This is an optimization exercise on Yosys and OpenROAD, whose aim is small area and a short achievable clock period, not a production implementation.
RTL that was checked went through simulation tests only; none was proved equivalent to the original.
Power figures rest on the tool's default switching activity, not on a simulated workload.

==> run a <==
==> flow/design.v <==
package cpu_pkg;
  localparam int unsigned OPCODE_W = 4;
  localparam int unsigned IMM_W    = 4;
  localparam int unsigned INSTR_W  = OPCODE_W + IMM_W;
  localparam logic [OPCODE_W-1:0] HALT_OPCODE_DEFAULT = 4'hF;
  typedef enum logic [1:0] {
    ST_IDLE,
    ST_RUN,
    ST_DRAIN,
    ST_HALT
  } fetch_state_t;
endpackage
import cpu_pkg::*;
module instr_mem (
  input  logic                        clk,
  input  logic [255:0]                wsel,
  input  logic [255:0]                wsel_n,
  input  logic [cpu_pkg::INSTR_W-1:0] wcol,
  input  logic [63:0]                 rhi_n,
  input  logic [63:0]                 rlo_n,
  output logic [cpu_pkg::INSTR_W-1:0] rdata_n
);
  localparam int unsigned W = cpu_pkg::INSTR_W;
  logic [256*W-1:0] cells_q;
  logic [256*W-1:0] cells_d;
  logic [255:0]     rsel;
  for (genvar r = 0; r < 256; r++) begin : g_row
    fu_nor2 u_rsel (.a (rhi_n[((r%16)/4)*16 + r/16]), .b (rlo_n[(r/64)*16 + r%16]), .y (rsel[r]));
    for (genvar b = 0; b < W; b++) begin : g_bit
      fu_o22ai u_wr (
        .a1 (cells_q[r*W+b]), .a2 (wsel[r]),
        .b1 (wsel_n[r]),      .b2 (wcol[b]),
        .y  (cells_d[r*W+b])
      );
    end
  end
  always_ff @(posedge clk) begin
    cells_q <= cells_d;
  end
  for (genvar b = 0; b < W; b++) begin : g_rd
    logic [31:0] l2;      
    logic [15:0] l3_n;
    logic [7:0]  l4;
    logic [3:0]  l5_n;
    logic [1:0]  l6;
    for (genvar k = 0; k < 32; k++) begin : g_or8
      fu_or8 u_l2 (
        .s (rsel[k*8 +: 8]),
        .d ({cells_q[(k*8+7)*W+b], cells_q[(k*8+6)*W+b], cells_q[(k*8+5)*W+b],
             cells_q[(k*8+4)*W+b], cells_q[(k*8+3)*W+b], cells_q[(k*8+2)*W+b],
             cells_q[(k*8+1)*W+b], cells_q[(k*8+0)*W+b]}),
        .y (l2[k])
      );
    end
    for (genvar k = 0; k < 16; k++) begin : g_l3
      fu_nor2 u_l3 (.a (l2[2*k]), .b (l2[2*k+1]), .y (l3_n[k]));
    end
    for (genvar k = 0; k < 8; k++) begin : g_l4
      fu_nand2 u_l4 (.a (l3_n[2*k]), .b (l3_n[2*k+1]), .y (l4[k]));
    end
    for (genvar k = 0; k < 4; k++) begin : g_l5
      fu_nor2 u_l5 (.a (l4[2*k]), .b (l4[2*k+1]), .y (l5_n[k]));
    end
    for (genvar k = 0; k < 2; k++) begin : g_l6
      fu_nand2 u_l6 (.a (l5_n[2*k]), .b (l5_n[2*k+1]), .y (l6[k]));
    end
    fu_nor2 u_l7 (.a (l6[0]), .b (l6[1]), .y (rdata_n[b]));
  end
endmodule
module fu_o22ai (input logic a1, a2, b1, b2, output logic y);
  assign y = ~((a1 | a2) & (b1 | b2));
endmodule
module fu_or8 (input logic [7:0] s, input logic [7:0] d, output logic y);
  assign y = |(s & d);
endmodule
module fu_nand4 (input logic a, b, c, d, output logic y);
  assign y = ~(a & b & c & d);
endmodule
module fu_nor4 (input logic a, b, c, d, output logic y);
  assign y = ~(a | b | c | d);
endmodule
module fu_nand2 (input logic a, b, output logic y);
  assign y = ~(a & b);
endmodule
module fu_nor2 (input logic a, b, output logic y);
  assign y = ~(a | b);
endmodule
module fu_mux2 (input logic a0, a1, s, output logic y);
  assign y = s ? a1 : a0;
endmodule
module fu_pcsel (
  input  logic        clk,
  input  logic        active,
  input  logic        valid,
  input  logic        halt_op_n,
  input  logic        jump_en,
  input  logic        ready,
  input  logic        start,
  input  logic        step,
  input  logic [15:0] jt_n,
  output logic [15:0] q
);
  logic fetch;
  assign fetch = active && !jump_en && (!valid || (ready && halt_op_n));
  always_ff @(posedge clk) begin
    if (start && !active) q <= 16'hFFFE;
    else if (jump_en && active) q <= jt_n;
    else if (fetch && step) q <= {q[14:0], q[15]};
  end
endmodule
import cpu_pkg::*;
module fetch_unit #(
  parameter int unsigned                   MEM_DEPTH   = 256,
  parameter logic [cpu_pkg::OPCODE_W-1:0]  HALT_OPCODE = cpu_pkg::HALT_OPCODE_DEFAULT
) (
  input  logic         clk,
  input  logic         rst_n,
  input  logic         start,
  input  logic         prog_we,
  input  logic [7:0]   prog_addr,
  input  logic [7:0]   prog_data,
  output logic [7:0]   instr_out,
  output logic         instr_valid,
  input  logic         instr_ready,
  input  logic         jump_en,
  input  logic [7:0]   jump_target,
  output logic [7:0]   pc_out,
  output logic         halted
);
  logic               active_q, active_d;
  logic               halt_q, halt_d;
  logic [7:0]         pc_q, pc_d;
  logic [63:0]        pc_hi_n_q;
  logic [63:0]        pc_lo_n_q;
  logic [15:0]        jt_hi_n, jt_lo_n;
  logic               halt_op_n;
  logic [INSTR_W-1:0] instr_q, instr_d;
  logic               valid_q, valid_d;
  logic               phase_q;
  logic [INSTR_W-1:0] mem_raw_n;
  logic               drain, loadable, we, restart, to_halt;
  logic               fetch, jump;
  logic [15:0]        whi_q, wlo_q;
  logic [INSTR_W-1:0] wdata_q;
  logic               byp_q;
  logic [255:0]       wsel, wsel_n;
  assign halt_op_n = !(instr_q[INSTR_W-1 -: OPCODE_W] == HALT_OPCODE);
  assign drain    = active_q && valid_q && !halt_op_n;
  assign loadable = !active_q;
  assign we       = prog_we && loadable;
  assign restart  = start && loadable;
  assign jump     = jump_en && active_q;
  assign fetch    = active_q && !drain && !jump_en && (!valid_q || instr_ready);
  assign to_halt  = drain && !jump_en && instr_ready;
  always_ff @(posedge clk) begin
    for (int i = 0; i < 16; i++) begin
      whi_q[i] <= we && (prog_addr[7:4] == i[3:0]);
      wlo_q[i] <= (prog_addr[3:0] == i[3:0]);
    end
    wdata_q <= prog_data;
    byp_q   <= we && (prog_addr == 8'd0);
  end
  always_comb begin
    for (int r = 0; r < 256; r++) begin
      wsel[r]   = whi_q[r/16] && wlo_q[r%16];
      wsel_n[r] = !(whi_q[r/16] && wlo_q[r%16]);
    end
  end
  always_ff @(posedge clk) begin
    phase_q <= !phase_q;
  end
  instr_mem u_mem (
    .clk     (clk),
    .wsel    (wsel),
    .wsel_n  (wsel_n),
    .wcol    (wdata_q ^ {INSTR_W{phase_q}}),
    .rhi_n   (pc_hi_n_q),
    .rlo_n   (pc_lo_n_q),
    .rdata_n (mem_raw_n)
  );
  always_ff @(posedge clk or negedge rst_n) begin
    if (!rst_n) begin
      active_q  <= 1'b0;
      halt_q    <= 1'b0;
      pc_q      <= '0;
      instr_q   <= '0;
      valid_q   <= 1'b0;
    end else begin
      active_q  <= active_d;
      halt_q    <= halt_d;
      pc_q      <= pc_d;
      instr_q   <= instr_d;
      valid_q   <= valid_d;
    end
  end
  always_comb begin
    for (int i = 0; i < 16; i++) begin
      jt_hi_n[i] = (jump_target[7:4] != i[3:0]);
      jt_lo_n[i] = (jump_target[3:0] != i[3:0]);
    end
  end
  fu_pcsel u_pc_hi0 (.clk (clk), .active (active_q), .valid (valid_q), .halt_op_n (halt_op_n),
                     .jump_en (jump_en), .ready (instr_ready), .start (start),
                     .step (!pc_lo_n_q[15]), .jt_n (jt_hi_n), .q (pc_hi_n_q[15:0]));
  fu_pcsel u_pc_hi1 (.clk (clk), .active (active_q), .valid (valid_q), .halt_op_n (halt_op_n),
                     .jump_en (jump_en), .ready (instr_ready), .start (start),
                     .step (!pc_lo_n_q[31]), .jt_n (jt_hi_n), .q (pc_hi_n_q[31:16]));
  fu_pcsel u_pc_hi2 (.clk (clk), .active (active_q), .valid (valid_q), .halt_op_n (halt_op_n),
                     .jump_en (jump_en), .ready (instr_ready), .start (start),
                     .step (!pc_lo_n_q[47]), .jt_n (jt_hi_n), .q (pc_hi_n_q[47:32]));
  fu_pcsel u_pc_hi3 (.clk (clk), .active (active_q), .valid (valid_q), .halt_op_n (halt_op_n),
                     .jump_en (jump_en), .ready (instr_ready), .start (start),
                     .step (!pc_lo_n_q[63]), .jt_n (jt_hi_n), .q (pc_hi_n_q[63:48]));
  fu_pcsel u_pc_lo0 (.clk (clk), .active (active_q), .valid (valid_q), .halt_op_n (halt_op_n),
                     .jump_en (jump_en), .ready (instr_ready), .start (start),
                     .step (1'b1), .jt_n (jt_lo_n), .q (pc_lo_n_q[15:0]));
  fu_pcsel u_pc_lo1 (.clk (clk), .active (active_q), .valid (valid_q), .halt_op_n (halt_op_n),
                     .jump_en (jump_en), .ready (instr_ready), .start (start),
                     .step (1'b1), .jt_n (jt_lo_n), .q (pc_lo_n_q[31:16]));
  fu_pcsel u_pc_lo2 (.clk (clk), .active (active_q), .valid (valid_q), .halt_op_n (halt_op_n),
                     .jump_en (jump_en), .ready (instr_ready), .start (start),
                     .step (1'b1), .jt_n (jt_lo_n), .q (pc_lo_n_q[47:32]));
  fu_pcsel u_pc_lo3 (.clk (clk), .active (active_q), .valid (valid_q), .halt_op_n (halt_op_n),
                     .jump_en (jump_en), .ready (instr_ready), .start (start),
                     .step (1'b1), .jt_n (jt_lo_n), .q (pc_lo_n_q[63:48]));
  assign active_d = restart || (active_q && !to_halt);
  assign halt_d   = (halt_q && !start) || to_halt;
  always_comb begin
    valid_d = valid_q;
    if (restart || jump) valid_d = 1'b0;
    else if (fetch) valid_d = 1'b1;
    else if (to_halt) valid_d = 1'b0;
  end
  always_comb begin
    pc_d = pc_q;
    if (restart) pc_d = '0;
    else if (jump) pc_d = jump_target;
    else if (fetch) pc_d = pc_q + 8'd1;
  end
  for (genvar b = 0; b < INSTR_W; b++) begin : g_instr
    fu_mux2 u_mux (
      .a0 (fetch ? (byp_q ? wdata_q[b] : !phase_q) : instr_q[b]),
      .a1 (fetch ? (byp_q ? wdata_q[b] : phase_q)  : instr_q[b]),
      .s  (mem_raw_n[b]),
      .y  (instr_d[b])
    );
  end
  assign instr_out   = instr_q;
  assign instr_valid = valid_q;
  assign pc_out      = pc_q;
  assign halted      = halt_q;
endmodule
==> flow/flow/run.sh <==
#!/bin/bash
# Own layout flow: the standard ORFS flow (standard.sh, standard synthesis
# unchanged) with a few layout settings changed:
#  - sizing may swap cells across footprints (so port buffers and other
#    cells can be replaced by faster or smaller ones),
#  - ports are buffered with buf_4 instead of the smallest buffer,
#  - CTS without dummy loads, with larger sink clusters (fewer leaf buffers).
# The make output goes to flow_make.log in the work folder; ORFS keeps each
# step's own log under orfs/logs/.
set -euo pipefail
bash standard.sh \
  MATCH_CELL_FOOTPRINT=0 \
  "BUFFER_PORTS_ARGS=-buffer_cell sky130_fd_sc_hd__buf_4" \
  "CTS_ARGS=-sink_clustering_enable -repair_clock_nets -dont_use_dummy_load -sink_clustering_size 25 -sink_clustering_max_diameter 80" \
  finish > flow_make.log 2>&1
==> flow/standard.sh <==
#!/bin/bash
# synth_recipe.tcl (not shown) runs the flow's synth.tcl, then flattens the netlist and writes it again
# the make line also repeats each setting of config.mk as NAME=value (left out here)
make -C /OpenROAD-flow-scripts/flow DESIGN_CONFIG=/design/flow/config.mk WORK_HOME=/design/flow/orfs CLKGATE_MAP_FILE= SYNTH_SCRIPT=/design/flow/synth_recipe.tcl "${@:-finish}"
==> flow/config.mk <==
export PLATFORM = sky130hd
export DESIGN_NAME = fetch_unit
export DESIGN_NICKNAME = fetch_unit
export VERILOG_FILES = /design/flow/design.v
export SDC_FILE = /design/flow/constraint.sdc
export NUM_CORES = 4
export LEC_CHECK = 0
export CAP_MARGIN = 20
export CORE_MARGIN = 2
export CORE_UTILIZATION = 60
export SETUP_SLACK_MARGIN = 1.6
export SLEW_MARGIN = 20
export SYNTH_HIERARCHICAL = 1
export SYNTH_MINIMUM_KEEP_SIZE = 0
==> flow/constraint.sdc <==
create_clock -name core_clock -period 4.1 [get_ports {clk}]
set_input_delay 0.8200 -clock core_clock [delete_from_list [all_inputs] [get_ports {clk}]]
set_output_delay 0.8200 -clock core_clock [all_outputs]
set_load 0.01 [all_outputs]
==> inputs of run b, as changes to run a <==
--- a/flow/design.v
+++ b/flow/design.v
@@ -89,23 +89,6 @@
   assign y = s ? a1 : a0;
 endmodule
-module fu_pcsel (
-  input  logic        clk,
-  input  logic        active,
-  input  logic        valid,
-  input  logic        halt_op_n,
-  input  logic        jump_en,
-  input  logic        ready,
-  input  logic        start,
-  input  logic        step,
-  input  logic [15:0] jt_n,
-  output logic [15:0] q
-);
-  logic fetch;
-  assign fetch = active && !jump_en && (!valid || (ready && halt_op_n));
-  always_ff @(posedge clk) begin
-    if (start && !active) q <= 16'hFFFE;
-    else if (jump_en && active) q <= jt_n;
-    else if (fetch && step) q <= {q[14:0], q[15]};
-  end
+module fu_reg16 (input logic clk, input logic [15:0] d, output logic [15:0] q);
+  always_ff @(posedge clk) q <= d;
 endmodule
 import cpu_pkg::*;
@@ -132,7 +115,7 @@
   logic [7:0]         pc_q, pc_d;
   logic [63:0]        pc_hi_n_q;
+  logic [15:0]        pc_hi_n_d;
   logic [63:0]        pc_lo_n_q;
-  logic [15:0]        jt_hi_n, jt_lo_n;
-  logic               halt_op_n;
+  logic [15:0]        pc_lo_n_d;
   logic [INSTR_W-1:0] instr_q, instr_d;
   logic               valid_q, valid_d;
@@ -145,6 +128,5 @@
   logic               byp_q;
   logic [255:0]       wsel, wsel_n;
-  assign halt_op_n = !(instr_q[INSTR_W-1 -: OPCODE_W] == HALT_OPCODE);
-  assign drain    = active_q && valid_q && !halt_op_n;
+  assign drain    = active_q && valid_q && (instr_q[INSTR_W-1 -: OPCODE_W] == HALT_OPCODE);
   assign loadable = !active_q;
   assign we       = prog_we && loadable;
@@ -194,34 +176,12 @@
     end
   end
-  always_comb begin
-    for (int i = 0; i < 16; i++) begin
-      jt_hi_n[i] = (jump_target[7:4] != i[3:0]);
-      jt_lo_n[i] = (jump_target[3:0] != i[3:0]);
-    end
-  end
-  fu_pcsel u_pc_hi0 (.clk (clk), .active (active_q), .valid (valid_q), .halt_op_n (halt_op_n),
-                     .jump_en (jump_en), .ready (instr_ready), .start (start),
-                     .step (!pc_lo_n_q[15]), .jt_n (jt_hi_n), .q (pc_hi_n_q[15:0]));
-  fu_pcsel u_pc_hi1 (.clk (clk), .active (active_q), .valid (valid_q), .halt_op_n (halt_op_n),
-                     .jump_en (jump_en), .ready (instr_ready), .start (start),
-                     .step (!pc_lo_n_q[31]), .jt_n (jt_hi_n), .q (pc_hi_n_q[31:16]));
-  fu_pcsel u_pc_hi2 (.clk (clk), .active (active_q), .valid (valid_q), .halt_op_n (halt_op_n),
-                     .jump_en (jump_en), .ready (instr_ready), .start (start),
-                     .step (!pc_lo_n_q[47]), .jt_n (jt_hi_n), .q (pc_hi_n_q[47:32]));
-  fu_pcsel u_pc_hi3 (.clk (clk), .active (active_q), .valid (valid_q), .halt_op_n (halt_op_n),
-                     .jump_en (jump_en), .ready (instr_ready), .start (start),
-                     .step (!pc_lo_n_q[63]), .jt_n (jt_hi_n), .q (pc_hi_n_q[63:48]));
-  fu_pcsel u_pc_lo0 (.clk (clk), .active (active_q), .valid (valid_q), .halt_op_n (halt_op_n),
-                     .jump_en (jump_en), .ready (instr_ready), .start (start),
-                     .step (1'b1), .jt_n (jt_lo_n), .q (pc_lo_n_q[15:0]));
-  fu_pcsel u_pc_lo1 (.clk (clk), .active (active_q), .valid (valid_q), .halt_op_n (halt_op_n),
-                     .jump_en (jump_en), .ready (instr_ready), .start (start),
-                     .step (1'b1), .jt_n (jt_lo_n), .q (pc_lo_n_q[31:16]));
-  fu_pcsel u_pc_lo2 (.clk (clk), .active (active_q), .valid (valid_q), .halt_op_n (halt_op_n),
-                     .jump_en (jump_en), .ready (instr_ready), .start (start),
-                     .step (1'b1), .jt_n (jt_lo_n), .q (pc_lo_n_q[47:32]));
-  fu_pcsel u_pc_lo3 (.clk (clk), .active (active_q), .valid (valid_q), .halt_op_n (halt_op_n),
-                     .jump_en (jump_en), .ready (instr_ready), .start (start),
-                     .step (1'b1), .jt_n (jt_lo_n), .q (pc_lo_n_q[63:48]));
+  fu_reg16 u_pc_hi0 (.clk (clk), .d (pc_hi_n_d), .q (pc_hi_n_q[15:0]));
+  fu_reg16 u_pc_hi1 (.clk (clk), .d (pc_hi_n_d), .q (pc_hi_n_q[31:16]));
+  fu_reg16 u_pc_hi2 (.clk (clk), .d (pc_hi_n_d), .q (pc_hi_n_q[47:32]));
+  fu_reg16 u_pc_hi3 (.clk (clk), .d (pc_hi_n_d), .q (pc_hi_n_q[63:48]));
+  fu_reg16 u_pc_lo0 (.clk (clk), .d (pc_lo_n_d), .q (pc_lo_n_q[15:0]));
+  fu_reg16 u_pc_lo1 (.clk (clk), .d (pc_lo_n_d), .q (pc_lo_n_q[31:16]));
+  fu_reg16 u_pc_lo2 (.clk (clk), .d (pc_lo_n_d), .q (pc_lo_n_q[47:32]));
+  fu_reg16 u_pc_lo3 (.clk (clk), .d (pc_lo_n_d), .q (pc_lo_n_q[63:48]));
   assign active_d = restart || (active_q && !to_halt);
   assign halt_d   = (halt_q && !start) || to_halt;
@@ -233,8 +193,22 @@
   end
   always_comb begin
-    pc_d = pc_q;
-    if (restart) pc_d = '0;
-    else if (jump) pc_d = jump_target;
-    else if (fetch) pc_d = pc_q + 8'd1;
+    pc_d      = pc_q;
+    pc_hi_n_d = pc_hi_n_q[15:0];
+    pc_lo_n_d = pc_lo_n_q[15:0];
+    if (restart) begin
+      pc_d      = '0;
+      pc_hi_n_d = 16'hFFFE;
+      pc_lo_n_d = 16'hFFFE;
+    end else if (jump) begin
+      pc_d = jump_target;
+      for (int i = 0; i < 16; i++) begin
+        pc_hi_n_d[i] = (jump_target[7:4] != i[3:0]);
+        pc_lo_n_d[i] = (jump_target[3:0] != i[3:0]);
+      end
+    end else if (fetch) begin
+      pc_d      = pc_q + 8'd1;
+      pc_lo_n_d = {pc_lo_n_q[14:0], pc_lo_n_q[15]};
+      if (!pc_lo_n_q[15]) pc_hi_n_d = {pc_hi_n_q[14:0], pc_hi_n_q[15]};
+    end
   end
   for (genvar b = 0; b < INSTR_W; b++) begin : g_instr
Settings changed: SETUP_SLACK_MARGIN 1.6 to 2.4.
==> inputs of run c, as changes to run a <==
--- a/flow/design.v
+++ b/flow/design.v
@@ -17,6 +17,6 @@
   input  logic [255:0]                wsel_n,
   input  logic [cpu_pkg::INSTR_W-1:0] wcol,
-  input  logic [63:0]                 rhi_n,
-  input  logic [63:0]                 rlo_n,
+  input  logic [31:0]                 rhi,
+  input  logic [127:0]                rlo,
   output logic [cpu_pkg::INSTR_W-1:0] rdata_n
 );
@@ -24,7 +24,5 @@
   logic [256*W-1:0] cells_q;
   logic [256*W-1:0] cells_d;
-  logic [255:0]     rsel;
   for (genvar r = 0; r < 256; r++) begin : g_row
-    fu_nor2 u_rsel (.a (rhi_n[((r%16)/4)*16 + r/16]), .b (rlo_n[(r/64)*16 + r%16]), .y (rsel[r]));
     for (genvar b = 0; b < W; b++) begin : g_bit
       fu_o22ai u_wr (
@@ -40,5 +38,5 @@
   for (genvar b = 0; b < W; b++) begin : g_rd
     logic [31:0] l2;      
-    logic [15:0] l3_n;
+    logic [15:0] l3_n;    
     logic [7:0]  l4;
     logic [3:0]  l5_n;
@@ -46,5 +44,5 @@
     for (genvar k = 0; k < 32; k++) begin : g_or8
       fu_or8 u_l2 (
-        .s (rsel[k*8 +: 8]),
+        .s (rlo[(k/4)*16 + (k%2)*8 +: 8]),
         .d ({cells_q[(k*8+7)*W+b], cells_q[(k*8+6)*W+b], cells_q[(k*8+5)*W+b],
              cells_q[(k*8+4)*W+b], cells_q[(k*8+3)*W+b], cells_q[(k*8+2)*W+b],
@@ -54,5 +52,5 @@
     end
     for (genvar k = 0; k < 16; k++) begin : g_l3
-      fu_nor2 u_l3 (.a (l2[2*k]), .b (l2[2*k+1]), .y (l3_n[k]));
+      fu_o21ai u_l3 (.a1 (l2[2*k]), .a2 (l2[2*k+1]), .b1 (rhi[(b/4)*16 + k]), .y (l3_n[k]));
     end
     for (genvar k = 0; k < 8; k++) begin : g_l4
@@ -74,4 +72,7 @@
   assign y = |(s & d);
 endmodule
+module fu_o21ai (input logic a1, a2, b1, output logic y);
+  assign y = ~((a1 | a2) & b1);
+endmodule
 module fu_nand4 (input logic a, b, c, d, output logic y);
   assign y = ~(a & b & c & d);
@@ -89,23 +90,6 @@
   assign y = s ? a1 : a0;
 endmodule
-module fu_pcsel (
-  input  logic        clk,
-  input  logic        active,
-  input  logic        valid,
-  input  logic        halt_op_n,
-  input  logic        jump_en,
-  input  logic        ready,
-  input  logic        start,
-  input  logic        step,
-  input  logic [15:0] jt_n,
-  output logic [15:0] q
-);
-  logic fetch;
-  assign fetch = active && !jump_en && (!valid || (ready && halt_op_n));
-  always_ff @(posedge clk) begin
-    if (start && !active) q <= 16'hFFFE;
-    else if (jump_en && active) q <= jt_n;
-    else if (fetch && step) q <= {q[14:0], q[15]};
-  end
+module fu_reg16 (input logic clk, input logic [15:0] d, output logic [15:0] q);
+  always_ff @(posedge clk) q <= d;
 endmodule
 import cpu_pkg::*;
@@ -131,8 +115,8 @@
   logic               halt_q, halt_d;
   logic [7:0]         pc_q, pc_d;
-  logic [63:0]        pc_hi_n_q;
-  logic [63:0]        pc_lo_n_q;
-  logic [15:0]        jt_hi_n, jt_lo_n;
-  logic               halt_op_n;
+  logic [31:0]        pc_hi_q;
+  logic [15:0]        pc_hi_d;
+  logic [127:0]       pc_lo_q;
+  logic [15:0]        pc_lo_d;
   logic [INSTR_W-1:0] instr_q, instr_d;
   logic               valid_q, valid_d;
@@ -145,6 +129,5 @@
   logic               byp_q;
   logic [255:0]       wsel, wsel_n;
-  assign halt_op_n = !(instr_q[INSTR_W-1 -: OPCODE_W] == HALT_OPCODE);
-  assign drain    = active_q && valid_q && !halt_op_n;
+  assign drain    = active_q && valid_q && (instr_q[INSTR_W-1 -: OPCODE_W] == HALT_OPCODE);
   assign loadable = !active_q;
   assign we       = prog_we && loadable;
@@ -175,6 +158,6 @@
     .wsel_n  (wsel_n),
     .wcol    (wdata_q ^ {INSTR_W{phase_q}}),
-    .rhi_n   (pc_hi_n_q),
-    .rlo_n   (pc_lo_n_q),
+    .rhi     (pc_hi_q),
+    .rlo     (pc_lo_q),
     .rdata_n (mem_raw_n)
   );
@@ -194,34 +177,14 @@
     end
   end
-  always_comb begin
-    for (int i = 0; i < 16; i++) begin
-      jt_hi_n[i] = (jump_target[7:4] != i[3:0]);
-      jt_lo_n[i] = (jump_target[3:0] != i[3:0]);
-    end
-  end
-  fu_pcsel u_pc_hi0 (.clk (clk), .active (active_q), .valid (valid_q), .halt_op_n (halt_op_n),
-                     .jump_en (jump_en), .ready (instr_ready), .start (start),
-                     .step (!pc_lo_n_q[15]), .jt_n (jt_hi_n), .q (pc_hi_n_q[15:0]));
-  fu_pcsel u_pc_hi1 (.clk (clk), .active (active_q), .valid (valid_q), .halt_op_n (halt_op_n),
-                     .jump_en (jump_en), .ready (instr_ready), .start (start),
-                     .step (!pc_lo_n_q[31]), .jt_n (jt_hi_n), .q (pc_hi_n_q[31:16]));
-  fu_pcsel u_pc_hi2 (.clk (clk), .active (active_q), .valid (valid_q), .halt_op_n (halt_op_n),
-                     .jump_en (jump_en), .ready (instr_ready), .start (start),
-                     .step (!pc_lo_n_q[47]), .jt_n (jt_hi_n), .q (pc_hi_n_q[47:32]));
-  fu_pcsel u_pc_hi3 (.clk (clk), .active (active_q), .valid (valid_q), .halt_op_n (halt_op_n),
-                     .jump_en (jump_en), .ready (instr_ready), .start (start),
-                     .step (!pc_lo_n_q[63]), .jt_n (jt_hi_n), .q (pc_hi_n_q[63:48]));
-  fu_pcsel u_pc_lo0 (.clk (clk), .active (active_q), .valid (valid_q), .halt_op_n (halt_op_n),
-                     .jump_en (jump_en), .ready (instr_ready), .start (start),
-                     .step (1'b1), .jt_n (jt_lo_n), .q (pc_lo_n_q[15:0]));
-  fu_pcsel u_pc_lo1 (.clk (clk), .active (active_q), .valid (valid_q), .halt_op_n (halt_op_n),
-                     .jump_en (jump_en), .ready (instr_ready), .start (start),
-                     .step (1'b1), .jt_n (jt_lo_n), .q (pc_lo_n_q[31:16]));
-  fu_pcsel u_pc_lo2 (.clk (clk), .active (active_q), .valid (valid_q), .halt_op_n (halt_op_n),
-                     .jump_en (jump_en), .ready (instr_ready), .start (start),
-                     .step (1'b1), .jt_n (jt_lo_n), .q (pc_lo_n_q[47:32]));
-  fu_pcsel u_pc_lo3 (.clk (clk), .active (active_q), .valid (valid_q), .halt_op_n (halt_op_n),
-                     .jump_en (jump_en), .ready (instr_ready), .start (start),
-                     .step (1'b1), .jt_n (jt_lo_n), .q (pc_lo_n_q[63:48]));
+  fu_reg16 u_pc_hi0 (.clk (clk), .d (pc_hi_d), .q (pc_hi_q[15:0]));
+  fu_reg16 u_pc_hi1 (.clk (clk), .d (pc_hi_d), .q (pc_hi_q[31:16]));
+  fu_reg16 u_pc_lo0 (.clk (clk), .d (pc_lo_d), .q (pc_lo_q[15:0]));
+  fu_reg16 u_pc_lo1 (.clk (clk), .d (pc_lo_d), .q (pc_lo_q[31:16]));
+  fu_reg16 u_pc_lo2 (.clk (clk), .d (pc_lo_d), .q (pc_lo_q[47:32]));
+  fu_reg16 u_pc_lo3 (.clk (clk), .d (pc_lo_d), .q (pc_lo_q[63:48]));
+  fu_reg16 u_pc_lo4 (.clk (clk), .d (pc_lo_d), .q (pc_lo_q[79:64]));
+  fu_reg16 u_pc_lo5 (.clk (clk), .d (pc_lo_d), .q (pc_lo_q[95:80]));
+  fu_reg16 u_pc_lo6 (.clk (clk), .d (pc_lo_d), .q (pc_lo_q[111:96]));
+  fu_reg16 u_pc_lo7 (.clk (clk), .d (pc_lo_d), .q (pc_lo_q[127:112]));
   assign active_d = restart || (active_q && !to_halt);
   assign halt_d   = (halt_q && !start) || to_halt;
@@ -233,8 +196,22 @@
   end
   always_comb begin
-    pc_d = pc_q;
-    if (restart) pc_d = '0;
-    else if (jump) pc_d = jump_target;
-    else if (fetch) pc_d = pc_q + 8'd1;
+    pc_d    = pc_q;
+    pc_hi_d = pc_hi_q[15:0];
+    pc_lo_d = pc_lo_q[15:0];
+    if (restart) begin
+      pc_d    = '0;
+      pc_hi_d = 16'h0001;
+      pc_lo_d = 16'h0001;
+    end else if (jump) begin
+      pc_d = jump_target;
+      for (int i = 0; i < 16; i++) begin
+        pc_hi_d[i] = (jump_target[7:4] == i[3:0]);
+        pc_lo_d[i] = (jump_target[3:0] == i[3:0]);
+      end
+    end else if (fetch) begin
+      pc_d    = pc_q + 8'd1;
+      pc_lo_d = {pc_lo_q[14:0], pc_lo_q[15]};
+      if (pc_lo_q[15]) pc_hi_d = {pc_hi_q[14:0], pc_hi_q[15]};
+    end
   end
   for (genvar b = 0; b < INSTR_W; b++) begin : g_instr
Settings changed: SETUP_SLACK_MARGIN 1.6 to 1.9.
==> summary.txt <==
- In run b the setup slack is better than in run a, by 210 ps.
- First-iteration DRC count, highest first: run b, run a, run c.
- Worst hold slack, highest first: run c, run b, run a.
- Count of clock-buffer cells in the layout is the same in run a and run c.
- Maximum frequency: run a < run b < run c.
- Clock skew is about the same in run b and run a.
==> figures <==
| quantity | run b | run c | run a |
|---|---|---|---|
| Result of the run | timing/DRC/antenna clean | timing/DRC/antenna clean | timing/DRC/antenna clean |
| Worst slew slack as a fraction of its limit | 18.5% | 27.0% | 16.8% |
| Pin slew with the least headroom to its limit | 1220 ps | 1090 ps | 1250 ps |
| Synthesized-area fraction occupied by adder cells | 0.0172% | 0.0172% | 0.0165% |
| P_sw | 18.6 mW | 17.9 mW | 12.2 mW |
| Number of global-route vias before repair | 61000 | 57200 | 62800 |
| Capture point of the worst reg-to-reg path | instr_q[4] | instr_q[0] | instr_q[5] |
| Last weighted congestion value of the routability-driven placer | 1.01 | 0.920 | 1.01 |
| Overall power | 51.6 mW | 51.1 mW | 41.2 mW |
| Horizontal extent of the die | 352 um | 353 um | 359 um |
| Layout net count | 7321 | 6943 | 7608 |
| Startpoint of the lowest-slack hold path | prog_data[2] | prog_data[7] | prog_data[1] |
| Number of setup buffers added after CTS | 141 | 31 | 1 |
The RTL of run a was laid out without a check of its function.

==> afterwards: timing with drivers on the ports <==
Ports are ideal in the flow. The routed layouts listed here were re-timed in OpenROAD.
Step 1 assumes that a clkbuf_16 drives the clock port and a buf_2 every other input.
Step 2, shift: input delay + t, output delay - t, t = (earliest + latest rising clock arrival at the registers) / 2. This alone moves slack from input paths to output paths.
Three values: ideal, step 1, step 2; two values: the first two.
| run | t, ns | setup WS [ns] | worst register clock-pin slew, ns |
|---|---|---|---|
| run a | 0.815 | 1.484 / 1.484 / 1.237 | 0.11 / 0.11 |
| run b | 0.801 | 1.690 / 1.690 / 1.474 | 0.11 / 0.11 |
| run c | 0.786 | 1.736 / 1.736 / 1.234 | 0.10 / 0.10 |
After both steps every run listed still meets setup and hold. The setup slack of run c, which loses most, moves by 0.000 ns with the drivers and by -0.502 ns with both steps.
